From an optimization exercise on the open Yosys and OpenROAD flow, aimed at small area; shortcuts taken in it are not production practice.
Function was checked by simulation only, so behaviour that the tests miss may differ from the original.
Power and IR drop assume default switching activity.

$ cat flow/run.sh
#!/bin/bash
# synth_recipe.tcl (not shown) runs the flow's synth.tcl, then flattens the netlist and writes it again
# the make line also repeats each setting of config.mk as NAME=value (left out here)
make -C /OpenROAD-flow-scripts/flow DESIGN_CONFIG=/design/flow/config.mk WORK_HOME=/design/flow/orfs CLKGATE_MAP_FILE= SYNTH_SCRIPT=/design/flow/synth_recipe.tcl finish
$ cat flow/config.mk
export PLATFORM = sky130hd
export DESIGN_NAME = systolic_job_arbiter
export DESIGN_NICKNAME = systolic_job_arbiter
export VERILOG_FILES = /design/flow/design.v
export SDC_FILE = /design/flow/constraint.sdc
export NUM_CORES = 4
export LEC_CHECK = 0
export CAP_MARGIN = 20
export CORE_AREA = 10 10 650 650
export DIE_AREA = 0 0 660 660
export SLEW_MARGIN = 20
$ cat flow/constraint.sdc
create_clock -name core_clock -period 5.0 [get_ports {i_clk}]
set_input_delay 1.0000 -clock core_clock [delete_from_list [all_inputs] [get_ports {i_clk}]]
set_output_delay 1.0000 -clock core_clock [all_outputs]
set_load 0.01 [all_outputs]
$ cat flow/design.v
package systolic_pkg;
  localparam int N = 4;
  typedef logic [N-1:0][N-1:0][7:0]  matIn_t;
  typedef logic [N-1:0][N-1:0][31:0] matOut_t;
  typedef enum logic [1:0] {
    IDLE    = 2'd0,
    LAUNCH  = 2'd1,
    WAIT    = 2'd2,
    RESPOND = 2'd3
  } state_t;
endpackage
module rr_arb2 (
  input  logic [1:0] req,
  input  logic       last_grant,
  output logic [1:0] grant
);
  always_comb begin
    grant = req;
    if (req == 2'b11) begin
      grant = last_grant ? 2'b01 : 2'b10;
    end
  end
endmodule
module systolic_job_arbiter #(
  parameter int TIMEOUT_CYCLES = 31
) (
  input  logic                         i_clk,
  input  logic                         i_arst,
  input  logic [1:0]                   i_reqValid,
  output logic [1:0]                   o_reqReady,
  input  logic [1:0][systolic_pkg::N-1:0][systolic_pkg::N-1:0][7:0] i_reqA,
  input  logic [1:0][systolic_pkg::N-1:0][systolic_pkg::N-1:0][7:0] i_reqB,
  output logic [1:0]                   o_rspValid,
  input  logic [1:0]                   i_rspReady,
  output logic [systolic_pkg::N-1:0][systolic_pkg::N-1:0][31:0]    o_rspC,
  output logic                         o_rspErr,
  output logic [systolic_pkg::N-1:0][systolic_pkg::N-1:0][7:0]     o_engA,
  output logic [systolic_pkg::N-1:0][systolic_pkg::N-1:0][7:0]     o_engB,
  output logic                         o_engValidInput,
  input  logic [systolic_pkg::N-1:0][systolic_pkg::N-1:0][31:0]    i_engC,
  input  logic                         i_engValidResult,
  output logic                         o_busy
);
  localparam int CW = $clog2(TIMEOUT_CYCLES + 1);
  systolic_pkg::state_t          state;
  logic            last_grant;
  logic            id_q;
  logic            err_q;
  logic [CW-1:0]   cnt;
  systolic_pkg::matIn_t          a_q;
  systolic_pkg::matIn_t          b_q;
  systolic_pkg::matOut_t         c_q;
  logic [1:0]      grant;
  logic            accept;
  rr_arb2 u_rr_arb2 (
    .req        (i_reqValid),
    .last_grant (last_grant),
    .grant      (grant)
  );
  assign accept          = (state == systolic_pkg::IDLE) && (|grant);
  assign o_reqReady      = ((state == systolic_pkg::IDLE) && !i_arst) ? grant : 2'b00;
  assign o_engValidInput = (state == systolic_pkg::LAUNCH);
  assign o_busy          = (state != systolic_pkg::IDLE);
  assign o_rspValid      = (state == systolic_pkg::RESPOND) ? (id_q ? 2'b10 : 2'b01) : 2'b00;
  assign o_rspC          = c_q;
  assign o_rspErr        = err_q;
  assign o_engA          = a_q;
  assign o_engB          = b_q;
  always_ff @(posedge i_clk or posedge i_arst) begin
    if (i_arst) begin
      state      <= systolic_pkg::IDLE;
      last_grant <= 1'b1;
      id_q       <= 1'b0;
      err_q      <= 1'b0;
      cnt        <= '0;
      a_q        <= '0;
      b_q        <= '0;
      c_q        <= '0;
    end else begin
      case (state)
        systolic_pkg::IDLE: begin
          if (accept) begin
            a_q        <= i_reqA[grant[1]];
            b_q        <= i_reqB[grant[1]];
            id_q       <= grant[1];
            last_grant <= grant[1];
            state      <= systolic_pkg::LAUNCH;
          end
        end
        systolic_pkg::LAUNCH: begin
          cnt   <= '0;
          state <= systolic_pkg::WAIT;
        end
        systolic_pkg::WAIT: begin
          if (i_engValidResult) begin
            c_q   <= i_engC;
            err_q <= 1'b0;
            state <= systolic_pkg::RESPOND;
          end else if (cnt == CW'(TIMEOUT_CYCLES - 1)) begin
            c_q   <= '0;
            err_q <= 1'b1;
            state <= systolic_pkg::RESPOND;
          end else begin
            cnt <= cnt + 1'b1;
          end
        end
        systolic_pkg::RESPOND: begin
          if (i_rspReady[id_q]) begin
            state <= systolic_pkg::IDLE;
          end
        end
        default: state <= systolic_pkg::IDLE;
      endcase
    end
  end
endmodule
==> reports/qor.yml <==
outcome:
  status: "timing/DRC/antenna clean"
power:
  power.total_mw: 40.6
  p_leak_nw: 23.6
  vdd_drop_max_mv: 0.313
  p_per_area_nw_per_um2: 693
drt:
  drt-initial-drc-count: 2256
  drtPass1Iterations: 5
  post_drt_wl_per_cell_um: 37.7
  ant_nets: 0
  vias_per_cell: 3.04
  drc: 0
  vias: 29400
  wl_um: 364000
sta:
  hold_slack_ps: 481
  slew_headroom_pct: 21.3
  drv_slew: 0
  tightest_slew_ps: 1180
  fmax_mhz: 279
  fin_ws_ps: 1410
  skew_ps: 129
  rsz0062_at_grt: "false"
  hold_viol: 0
  min_period_over_period_pct: 71.8
  fin_crit_ps: 3590
  setup_viol: 0
critical_path:
  crit_required_ps: 4000
  cpPeakStageDelay_ps: 610
  cp_cell_sequence: "clkdlybuf4s50_1 > inv_2 > a21oi_4 > and3_1 > buf_4"
  worstPathBufferInverterCount: 3
  crit_fanout: 4
  critPathKind: "in2out"
  critical_path_arrival_ps: 2590
  cp-end-kind: "output pin"
  slowest_stage: "clkdlybuf4s50_1"
  start_kind: "primary input"
  critPathTopFamily: "buffers and inverters"
clocking:
  clock_path_buffers: 4
  cts_resized: 0
  postCtsSetupBuffers: 0
  clk_latency_ps: 920
  numCtsBuffers: 111
  cts-htree-levels: 3
  root_buffer: "clkbuf_16"
  cts_tree: "built"
  clk_pin_slew_worst_paths_ps: 50
  cts.hold.buffers_added: 0
  clock-sinks: 778
floorplanning:
  die_w_um: 660
  start_util_pct: 7.43
  pin_count: 1806
  coreArea_um2: 407000
  num_rows: 234
  fp.dieH_um: 660
  die-area_um2: 436000
placed_design:
  post-place-ws_ps: 1220
  post-place-cells: 9399
  post-dp-hpwl_um: 324000
  placed_area_um2: 54600
  portBuffers: 1805
  gp_congestion: 0.975
yosys:
  synth_flop_cell: "dfrtp_1"
  synth_edf_count: 0
  netlist_instances: 2315
  synth_top_area_cell: "dfrtp_1"
  ys_seq_area_share_pct: 64.4
  synth_most_common_cell: "dfrtp_1"
  yosysWarnings: 2
  synth_top_cell_area_share_pct: 64.3
  ys_top_cells_by_count: "777 x dfrtp_1, 514 x a22o_1, 264 x nand2_1, 258 x mux2i_1, 218 x o21ai_1"
  syn_nets: 3352
  ys_ff_latch: 778
  syn_area_per_cell_um2: 13.1
  syn_area_um2: 30300
  synth.area.top_cells: "dfrtp_1 64%, a22o_1 15%, mux2i_1 8.5%, o21ai_1 3.6%, nand2_1 3.3%"
  synthDistinctLibCells: 36
  async_flop_share_pct: 100
global_route:
  grt_max_degree: 174
  top_usage_layer: "met2"
  grt_pass1_vias: 28700
  met3_usage_pct: 7.90
  grt_pass1_wl_um: 428000
  use_met1_pct: 15.3
  grtUsageMet2_pct: 28.7
  grt_usage_pct: 15.8
  grt-ovfl-total: 0
  antenna_found_initial: 252
cells_and_area:
  fillCellCount: 45600
  area_delta_synth_final_pct: 93.6
  nets: 5121
  drive_above_1_share_pct: 6.52
  fin_cells: 9655
  multi_input_area_um2: 9660
  stdcell_area_um2: 58600
  seq_area_um2: 19500
min_path:
  hp-class: "reg2reg"
flow_run:
  drv_cap: 0
[layer usage]
layer | part of all wire (%) | wire [um]
met5 | 0.10 | 368
met4 | 4.6 | 16800
met3 | 12 | 42000
met2 | 51 | 186000
met1 | 33 | 119000
[cell type report]
cell class	instances	area share [%]
antenna	57	0.244
timing repair buffer	1856	31.9
clock inverter	52	1.26
sequential	778	33.2
inverter	9	0.0641
clock buffer	147	5.23
multi-input combinational	1328	16.5
tap	5428	11.6
[cells in the final DEF (no fill, tap or decap), types with 14 or more instances in the layout]
master              n
o21ai_1           218
buf_4              61
dfrtp_1           777
bufinv_16          14
buf_12             24
mux2i_1           258
clkbuf_1           21
nand2_1           264
o21ai_0            39
diode_2            57
a22o_1            514
clkbuf_16         111
clkbuf_8           15
clkdlybuf4s50_1  1769
[power by group]
group	switching, mW	internal (mW)	total, mW
combinational	12.6	7.98	20.6
clock	3.56	5.05	8.61
sequential	2.18	9.25	11.4
[path summary, 6_finish.rpt]
path,startpoint,end,slack (ps),cells after the start
setup / recovery,i_reqValid[1],o_reqReady[1],1410,5
hold / removal,b_q[102],b_q[102],480,2
setup reg to reg,state[0],c_q[360],2460,6
hold reg to reg,b_q[102],b_q[102],480,2
max in group asynchronous,i_arst,b_q[10],2740,5
min in group asynchronous,i_arst,c_q[331],640,3
[state kept, by name, summed over array words and instances, names as in the netlist]
signal,cells
a_q,128
b_q,128
last_grant,1
c_q,512
state,2
err_q,1
id_q,1
cnt,5
[tightest hold or removal path, stage by stage (launching register included)]
cell and delay, ps:
dfrtp_1 340, nand2_1 50, o21ai_0 60
[stage by stage]
stage / utilization (%) / setup TNS (ps)
after global routing: 14.4 / 0
after detailed placement: 13.4 / 0
after CTS: 14.3 / 0
after floorplan: - / -5218920
final: 14.4 / 0
after global placement: 13.4 / 0
[cells by family after synthesis]
| logic type | share of synthesized area (%) |
|---|---|
| DFF | 64.4 |
| adders and majority gates | 0.248 |
| muxes | 8.54 |
| AOI/OAI and AO/OA | 19.5 |
| buffers and inverters | 3.77 |
| and+or+nand+nor | 3.54 |

## separate check: timing with driven ports
No port has a modelled driver above. Below, the same layout with a new extraction and two added sets of constraints. Step 1 assumes that a clkbuf_16 drives the clock port and a buf_2 every other input. Step 2, shift: input delay + t, output delay - t, t = (earliest + latest rising clock arrival at the registers) / 2. This alone moves slack from input paths to output paths. Slacks: ideal / step 1 / step 2; pairs: ideal / step 1.
shift t [ns]: 0.944
slack for setup (ns): 1.412 / 1.346 / 1.161
worst setup path after step 2: input to register
slew at the worst register clock pin (ns): 0.08 / 0.08
worst data-port slew with drivers (ns): 0.40
After both steps this run still meets setup and hold. For this run, drivers alone change the setup slack by -0.066 ns; drivers and shift together by -0.251 ns.
